Background: an optimization exercise with open tools, aiming at small area, a short achievable clock period and few clock cycles per item. Do not read the settings as production practice.

==> flow/design.v <==
package apm_pkg;
  localparam int unsigned DataBits   = 32;
  localparam int unsigned RpmBits    = 30;
  localparam int unsigned CfgIdxBits = 2;
  localparam logic [CfgIdxBits-1:0] CfgDebounce    = 2'd0;
  localparam logic [CfgIdxBits-1:0] CfgStopTimeout = 2'd1;
  localparam logic [CfgIdxBits-1:0] CfgSpeedScale  = 2'd2;
  localparam logic OpPulse = 1'b0;
  localparam logic OpPoll  = 1'b1;
  localparam logic [DataBits-1:0] DebounceReset = 32'd40000;
  localparam logic [DataBits-1:0] StopReset     = 32'd3000000;
  localparam logic [DataBits-1:0] ScaleReset    = 32'd558584000;
  localparam logic [DataBits-1:0] RpmQ4Num = 32'd960000000;
  localparam int unsigned     MphNumBits = 18;
  localparam int unsigned     MphDenBits = 17;
  localparam logic [MphNumBits-1:0] MphNum = 18'd223694;
  localparam logic [MphDenBits-1:0] MphDen = 17'd100000;
  localparam int unsigned     ProdBits     = DataBits + MphNumBits;
  localparam int unsigned     MphDigitBits = 4;
  localparam int unsigned     MphSteps     = (ProdBits + MphDigitBits - 1) / MphDigitBits;
  localparam int unsigned     MphQuotBits  = MphSteps * MphDigitBits;
  localparam int unsigned DivSteps = DataBits;
  localparam int unsigned CntBits  = $clog2(DivSteps);
  localparam int unsigned QueueDepth     = 2;
  localparam int unsigned QueuePtrBits   = $clog2(QueueDepth);
  localparam int unsigned QueueCountBits = $clog2(QueueDepth + 1);
  typedef struct packed {
    logic                operation;
    logic [DataBits-1:0] now_us;
  } in_word_t;
  typedef struct packed {
    logic                pulse_accepted;
    logic [DataBits-1:0] revolutions;
    logic [DataBits-1:0] period_us;
    logic [RpmBits-1:0]  rpm_q4;
    logic [DataBits-1:0] speed_mm_per_s;
    logic [DataBits-1:0] speed_milli_mph;
  } out_word_t;
  typedef struct packed {
    logic                pulse_accepted;
    logic [DataBits-1:0] revolutions;
    logic [DataBits-1:0] period_us;
  } job_t;
endpackage
module anemometer_period_speed_meter_top (
  input  logic                           clk_i,
  input  logic                           rst_ni,
  input  logic                           in_valid_i,
  output logic                           in_ready_o,
  input  apm_pkg::in_word_t              in_word_i,
  output logic                           out_valid_o,
  input  logic                           out_ready_i,
  output apm_pkg::out_word_t             out_word_o,
  input  logic                           cfg_we_i,
  input  logic [apm_pkg::CfgIdxBits-1:0] cfg_index_i,
  input  logic [apm_pkg::DataBits-1:0]   cfg_data_i
);
  localparam logic [31:0] RpmNum = apm_pkg::RpmQ4Num;
  logic [31:0] deb_q, stop_q, scale_q;
  logic        stg_we_q;
  logic [1:0]  stg_idx_q;
  logic [31:0] stg_data_q;
  always_ff @(posedge clk_i or negedge rst_ni) begin
    if (!rst_ni) begin
      stg_we_q <= 1'b0;
    end else begin
      stg_we_q <= cfg_we_i;
    end
  end
  always_ff @(posedge clk_i) begin
    stg_idx_q  <= cfg_index_i;
    stg_data_q <= cfg_data_i;
  end
  always_ff @(posedge clk_i or negedge rst_ni) begin
    if (!rst_ni) begin
      deb_q   <= apm_pkg::DebounceReset;
      stop_q  <= apm_pkg::StopReset;
      scale_q <= apm_pkg::ScaleReset;
    end else if (stg_we_q) begin
      case (stg_idx_q)
        apm_pkg::CfgDebounce:    deb_q   <= stg_data_q;
        apm_pkg::CfgStopTimeout: stop_q  <= stg_data_q;
        apm_pkg::CfgSpeedScale:  scale_q <= stg_data_q;
        default: ;
      endcase
    end
  end
  typedef enum logic [1:0] {
    StIdle,
    StDiv,
    StLast
  } state_e;
  state_e      state_q;
  logic        in_v_q;             
  logic        t_v_q;              
  logic        out_valid_q;
  logic        cache_q;            
  logic [31:0] last_q;
  logic        pulse_q;
  logic [31:0] rev_q, per_q;
  logic [29:0] quo_r_q;            
  logic [31:0] quo_s_q;            
  logic        nb_r_q, nb_s_q;     
  logic [31:0] mph_q;
  logic [32:0] rem_r_q, rem_s_q;   
  logic        qb_q;               
  logic [16:0] rem_m_q;            
  logic        sat_q;
  logic [4:0]  cnt_q;
  logic        in_rdy_q;
  assign in_ready_o  = in_rdy_q;
  assign out_valid_o = out_valid_q;
  assign out_word_o  = {pulse_q, rev_q, per_q, quo_r_q, quo_s_q, mph_q};
  logic        in_op_q;
  logic [31:0] in_now_q;
  always_ff @(posedge clk_i) begin
    if (in_ready_o) begin
      in_op_q  <= in_word_i.operation;
      in_now_q <= in_word_i.now_us;
    end
  end
  logic [32:0] el_x;
  logic [31:0] elapsed;
  logic        wrap, deb_ok, stop_hit;
  logic [33:0] x_a, x_b, x_d, y_d, x_s, x_c, y_s, y_c, x, y;
  logic [3:0]  el_skip;
  logic        t_deb_q, t_stop_q, t_elz_q;
  logic [3:0]  t_skip_q;
  assign el_x    = {1'b0, in_now_q} - {1'b0, last_q};
  assign elapsed = el_x[31:0];
  assign wrap    = el_x[32];
  assign x_a = {2'b00, in_now_q};
  assign x_b = {2'b11, ~last_q};
  assign x_d = {2'b11, ~deb_q};
  assign y_d = {2'b11, ~stop_q};
  assign x_s = x_a ^ x_b ^ x_d;
  assign x_c = {(x_a[32:0] & x_b[32:0]) | (x_a[32:0] & x_d[32:0]) | (x_b[32:0] & x_d[32:0]), 1'b1};
  assign y_s = x_a ^ x_b ^ y_d;
  assign y_c = {(x_a[32:0] & x_b[32:0]) | (x_a[32:0] & y_d[32:0]) | (x_b[32:0] & y_d[32:0]), 1'b0};
  assign x   = x_s + x_c + 34'd1;
  assign y   = y_s + y_c + 34'd1;
  assign deb_ok   = wrap ? !(x[33] && !x[32]) : !x[33];
  assign stop_hit = wrap ? !(y[33] && !y[32]) : !y[33];
  always_comb begin
    el_skip = '0;
    for (int i = 1; i < 15; i++) if ((elapsed >> (2*i)) != 32'd0) el_skip = 4'(i);
  end
  always_ff @(posedge clk_i) begin
    if (in_v_q) begin
      t_deb_q  <= deb_ok;
      t_stop_q <= stop_hit;
      t_elz_q  <= in_now_q == last_q;
      t_skip_q <= el_skip;
    end
  end
  logic        last_nz, per_nz, pulse_ok, set_per, clr_per, fire, go_div, go_zero;
  logic [3:0]  p_skip_q;           
  assign last_nz  = last_q != '0;
  assign per_nz   = per_q != '0;
  assign pulse_ok = (in_op_q == apm_pkg::OpPulse) && t_deb_q;
  assign set_per  = pulse_ok && last_nz;
  assign clr_per  = (in_op_q == apm_pkg::OpPoll) && last_nz && t_stop_q;
  assign fire     = t_v_q && (state_q == StIdle) && (!out_valid_q || out_ready_i);
  assign go_div   = set_per ? !t_elz_q : (!clr_per && per_nz && !cache_q);
  assign go_zero  = set_per ? t_elz_q : (clr_per || !per_nz);
  always_comb begin
  end
  logic [3:0]  skip;
  logic        num_small;
  logic [31:0] scl, rpm;
  assign skip      = set_per ? t_skip_q : p_skip_q;
  assign num_small = scale_q[31:30] == '0;
  assign scl       = num_small ? {scale_q[29:0], 2'b00} : scale_q;
  assign rpm       = num_small ? {RpmNum[29:0], 2'b00} : RpmNum;
  logic [63:0] num_s, num_r;
  logic [4:0]  cnt_init, nb_idx;
  assign num_s    = {32'b0, scl} << {skip, 1'b0};
  assign num_r    = {32'b0, rpm} << {skip, 1'b0};
  assign cnt_init = {~skip, 1'b1} - {3'b0, num_small, 1'b0};
  assign nb_idx   = (state_q == StIdle) ? {~skip, 1'b1} : cnt_q - 1'b1;
  logic [33:0] tr_r, tr_s, dv_r, dv_s, nr_r, nr_s;
  assign tr_r = {rem_r_q, nb_r_q};
  assign tr_s = {rem_s_q, nb_s_q};
  assign dv_r = rem_r_q[32] ? {2'b00, per_q} : ~{2'b00, per_q};
  assign dv_s = rem_s_q[32] ? {2'b00, per_q} : ~{2'b00, per_q};
  assign nr_r = tr_r + dv_r + {33'b0, ~rem_r_q[32]};
  assign nr_s = tr_s + dv_s + {33'b0, ~rem_s_q[32]};
  logic [17:0] m0;
  logic [16:0] rem_m_d;
  logic [2:0]  mv;
  logic        ge1, ge2, ge3;
  logic [3:0]  mlow;
  logic [28:0] yinc;
  logic [31:0] mph_d;
  logic        sat_d;
  function automatic logic ge_const(input logic [16:0] x, input logic [16:0] c);
    logic gt, eq;
    gt = 1'b0;
    eq = 1'b1;
    for (int i = 16; i >= 0; i--) begin
      gt = gt | (eq & x[i] & ~c[i]);
      eq = eq & (x[i] == c[i]);
    end
    ge_const = gt | eq;
  endfunction
  assign m0  = {rem_m_q, 1'b0};
  assign ge1 = ge_const(rem_m_q, 17'd50000);    
  assign ge2 = ge_const(rem_m_q, 17'd38153);    
  assign ge3 = ge_const(rem_m_q, 17'd88153);    
  always_comb begin
    if (!qb_q) begin
      if (!ge1) begin rem_m_d = m0[16:0];                    mv = 3'd0; end
      else      begin rem_m_d = 17'(m0 - 18'd100000);        mv = 3'd1; end
    end else begin
      if (!ge2)      begin rem_m_d = 17'(m0 + 18'd23694);    mv = 3'd2; end
      else if (!ge3) begin rem_m_d = 17'(m0 - 18'd76306);    mv = 3'd3; end
      else           begin rem_m_d = 17'(m0 - 18'd176306);   mv = 3'd4; end
    end
  end
  logic s0, ao;
  assign mlow  = {1'b0, mph_q[1:0], 1'b0} + {1'b0, mv};
  assign yinc  = mph_q[30:2] + 1'b1;
  assign s0    = sat_q | mph_q[31];
  assign ao    = &mph_q[30:2];
  assign sat_d = s0 | (mlow[3] & ao);
  assign mph_d = {32{s0}} |
                 {(mlow[3] ? (yinc | {29{ao}}) : mph_q[30:2]), (mlow[2:0] | {3{mlow[3] & ao}})};
  state_e state_d;
  logic   in_v_d, t_v_d, out_valid_d;
  always_comb begin
    state_d     = state_q;
    in_v_d      = in_rdy_q && in_valid_i;
    t_v_d       = in_v_q || (t_v_q && !fire);
    out_valid_d = out_valid_q && !out_ready_i;
    unique case (state_q)
      StIdle: begin
        if (fire) begin
          if (go_div) state_d = StDiv;
          else        out_valid_d = 1'b1;
        end
      end
      StDiv:   if (cnt_q == '0) state_d = StLast;
      StLast: begin
        out_valid_d = 1'b1;
        state_d     = StIdle;
      end
      default: state_d = StIdle;
    endcase
  end
  always_ff @(posedge clk_i or negedge rst_ni) begin
    if (!rst_ni) begin
      in_rdy_q    <= 1'b1;
      in_v_q      <= 1'b0;
      t_v_q       <= 1'b0;
      state_q     <= StIdle;
      out_valid_q <= 1'b0;
      cache_q     <= 1'b0;
      last_q      <= '0;
      rev_q       <= '0;
      per_q       <= '0;
      p_skip_q    <= '0;
    end else begin
      in_rdy_q    <= !in_v_d && (!t_v_d || (state_d == StIdle && !out_valid_d));
      in_v_q      <= in_v_d;
      t_v_q       <= t_v_d;
      state_q     <= state_d;
      out_valid_q <= out_valid_d;
      if (stg_we_q && stg_idx_q == apm_pkg::CfgSpeedScale) cache_q <= 1'b0;
      if (fire) begin
        if (pulse_ok) begin
          last_q <= in_now_q;
          rev_q  <= rev_q + 1'b1;
        end
        if (set_per) begin
          per_q    <= elapsed;
          p_skip_q <= t_skip_q;
        end else if (clr_per) begin
          per_q    <= '0;
          p_skip_q <= '0;
        end
        if (!go_div && go_zero) cache_q <= 1'b1;
      end
      if (state_q == StLast) cache_q <= 1'b1;
    end
  end
  always_ff @(posedge clk_i) begin
    nb_r_q <= (state_q == StIdle) ? rpm[nb_idx] : RpmNum[nb_idx];
    nb_s_q <= (state_q == StIdle) ? scl[nb_idx] : scale_q[nb_idx];
  end
  always_ff @(posedge clk_i) begin
    if (state_q == StIdle) begin
      rem_r_q <= {1'b0, num_r[63:32]};
      rem_s_q <= {1'b0, num_s[63:32]};
      qb_q    <= 1'b0;
      rem_m_q <= '0;
      sat_q   <= 1'b0;
      cnt_q   <= cnt_init;
    end else begin
      rem_r_q <= nr_r[32:0];
      rem_s_q <= nr_s[32:0];
      qb_q    <= ~nr_s[33];
      rem_m_q <= rem_m_d;
      sat_q   <= sat_d;
      cnt_q   <= cnt_q - 1'b1;
    end
  end
  always_ff @(posedge clk_i) begin
    unique case (state_q)
      StIdle: begin
        if (fire) begin
          pulse_q <= pulse_ok;
          if (go_div || go_zero) begin
            quo_r_q <= '0;
            quo_s_q <= '0;
            mph_q   <= '0;
          end
        end
      end
      StDiv: begin
        quo_r_q <= {quo_r_q[28:0], ~nr_r[33]};
        quo_s_q <= {quo_s_q[30:0], ~nr_s[33]};
        mph_q   <= mph_d;
      end
      StLast: mph_q <= mph_d;
      default: ;
    endcase
  end
endmodule
Settings: LEC_CHECK=0, CAP_MARGIN=0, CORE_MARGIN=2, CORE_UTILIZATION=40, CTS_CLUSTER_DIAMETER=90, CTS_CLUSTER_SIZE=35, SETUP_SLACK_MARGIN=5, SLEW_MARGIN=0; clock period 9.0 ns.
run.sh (not shown) runs the stock make flow with config.mk's settings and CLKGATE_MAP_FILE= SYNTH_SCRIPT=/design/flow/synth_recipe.tcl, a recipe that flattens the netlist after the stock synthesis.
Next try:
--- a/flow/design.v
+++ b/flow/design.v
@@ -119,49 +119,44 @@
       in_now_q <= in_word_i.now_us;
     end
   end
   logic [32:0] el_x;
   logic [31:0] elapsed;
-  logic        wrap, deb_ok, stop_hit;
-  logic [33:0] x_a, x_b, x_d, y_d, x_s, x_c, y_s, y_c, x, y;
+  logic        wrap, deb_ok;
+  logic [33:0] x_a, x_b, x_d, x_s, x_c, x;
   logic [3:0]  el_skip;
-  logic        t_deb_q, t_stop_q, t_elz_q;
+  logic        t_deb_q, t_elz_q;
   logic [3:0]  t_skip_q;
   assign el_x    = {1'b0, in_now_q} - {1'b0, last_q};
   assign elapsed = el_x[31:0];
   assign wrap    = el_x[32];
   assign x_a = {2'b00, in_now_q};
   assign x_b = {2'b11, ~last_q};
-  assign x_d = {2'b11, ~deb_q};
-  assign y_d = {2'b11, ~stop_q};
+  assign x_d = in_op_q ? {2'b11, ~stop_q} : {2'b11, ~deb_q};
   assign x_s = x_a ^ x_b ^ x_d;
-  assign x_c = {(x_a[32:0] & x_b[32:0]) | (x_a[32:0] & x_d[32:0]) | (x_b[32:0] & x_d[32:0]), 1'b1};
-  assign y_s = x_a ^ x_b ^ y_d;
-  assign y_c = {(x_a[32:0] & x_b[32:0]) | (x_a[32:0] & y_d[32:0]) | (x_b[32:0] & y_d[32:0]), 1'b0};
+  assign x_c = {(x_a[32:0] & x_b[32:0]) | (x_a[32:0] & x_d[32:0]) | (x_b[32:0] & x_d[32:0]),
+                ~in_op_q};
   assign x   = x_s + x_c + 34'd1;
-  assign y   = y_s + y_c + 34'd1;
   assign deb_ok   = wrap ? !(x[33] && !x[32]) : !x[33];
-  assign stop_hit = wrap ? !(y[33] && !y[32]) : !y[33];
   always_comb begin
     el_skip = '0;
     for (int i = 1; i < 15; i++) if ((elapsed >> (2*i)) != 32'd0) el_skip = 4'(i);
   end
   always_ff @(posedge clk_i) begin
     if (in_v_q) begin
       t_deb_q  <= deb_ok;
-      t_stop_q <= stop_hit;
       t_elz_q  <= in_now_q == last_q;
       t_skip_q <= el_skip;
     end
   end
   logic        last_nz, per_nz, pulse_ok, set_per, clr_per, fire, go_div, go_zero;
   logic [3:0]  p_skip_q;           
   assign last_nz  = last_q != '0;
   assign per_nz   = per_q != '0;
   assign pulse_ok = (in_op_q == apm_pkg::OpPulse) && t_deb_q;
   assign set_per  = pulse_ok && last_nz;
-  assign clr_per  = (in_op_q == apm_pkg::OpPoll) && last_nz && t_stop_q;
+  assign clr_per  = (in_op_q == apm_pkg::OpPoll) && last_nz && t_deb_q;
   assign fire     = t_v_q && (state_q == StIdle) && (!out_valid_q || out_ready_i);
   assign go_div   = set_per ? !t_elz_q : (!clr_per && per_nz && !cache_q);
   assign go_zero  = set_per ? t_elz_q : (clr_per || !per_nz);
   always_comb begin
   end
@@ -286,43 +281,42 @@
   always_ff @(posedge clk_i) begin
     nb_r_q <= (state_q == StIdle) ? rpm[nb_idx] : RpmNum[nb_idx];
     nb_s_q <= (state_q == StIdle) ? scl[nb_idx] : scale_q[nb_idx];
   end
   always_ff @(posedge clk_i) begin
-    if (state_q == StIdle) begin
-      rem_r_q <= {1'b0, num_r[63:32]};
-      rem_s_q <= {1'b0, num_s[63:32]};
-      qb_q    <= 1'b0;
-      rem_m_q <= '0;
-      sat_q   <= 1'b0;
-      cnt_q   <= cnt_init;
-    end else begin
-      rem_r_q <= nr_r[32:0];
-      rem_s_q <= nr_s[32:0];
-      qb_q    <= ~nr_s[33];
-      rem_m_q <= rem_m_d;
-      sat_q   <= sat_d;
-      cnt_q   <= cnt_q - 1'b1;
-    end
-  end
-  always_ff @(posedge clk_i) begin
     unique case (state_q)
       StIdle: begin
         if (fire) begin
           pulse_q <= pulse_ok;
+          rem_r_q <= {1'b0, num_r[63:32]};
+          rem_s_q <= {1'b0, num_s[63:32]};
+          qb_q    <= 1'b0;
+          rem_m_q <= '0;
+          sat_q   <= 1'b0;
+          cnt_q   <= cnt_init;
           if (go_div || go_zero) begin
             quo_r_q <= '0;
             quo_s_q <= '0;
             mph_q   <= '0;
           end
         end
       end
       StDiv: begin
+        rem_r_q <= nr_r[32:0];
         quo_r_q <= {quo_r_q[28:0], ~nr_r[33]};
+        rem_s_q <= nr_s[32:0];
         quo_s_q <= {quo_s_q[30:0], ~nr_s[33]};
+        qb_q    <= ~nr_s[33];
+        rem_m_q <= rem_m_d;
+        sat_q   <= sat_d;
+        mph_q   <= mph_d;
+        cnt_q   <= cnt_q - 1'b1;
+      end
+      StLast: begin
+        rem_m_q <= rem_m_d;
+        sat_q   <= sat_d;
         mph_q   <= mph_d;
       end
-      StLast: mph_q <= mph_d;
       default: ;
     endcase
   end
 endmodule
The changed run produced a clean layout.
Area after synthesis decreases by 4.4%.
Worst hold slack gets better by 0.031 ns.
Count of clock-buffer cells in the layout falls by 1.
Core utilization came out higher by 0.94 points.
Critical path depth went up by 5.
Design area went down by 2.3%.
Die area fell by 4.4%.
No functional check of the RTL was part of any run of this note.

[port drivers added, routing unchanged]
Ports are ideal in the flow. The routed layouts listed here were re-timed in OpenROAD.
Step 1 sets driving cells, clkbuf_16 on the clock port and buf_2 on the other inputs (assumed; they add their load-dependent delay and slew).
Step 2 adds t to the input delays and takes it off the output delays; t is the mean of the earliest and latest rising clock arrival at the registers after step 1. Input paths then give back, and output paths get back, about the clock's delay inside the block.
Three values: ideal, step 1, step 2; two values: the first two.
run | t, ns | setup slack, ns | clock arrival spread, ns
the first run | 0.678 | 5.100 / 5.059 / 4.615 | 0.049 / 0.049
the second run | 0.672 | 5.068 / 5.058 / 4.502 | 0.042 / 0.041
After both steps setup and hold are still met in every run listed. For the second run, which loses most, drivers alone change the setup slack by -0.010 ns; drivers and shift together by -0.566 ns.
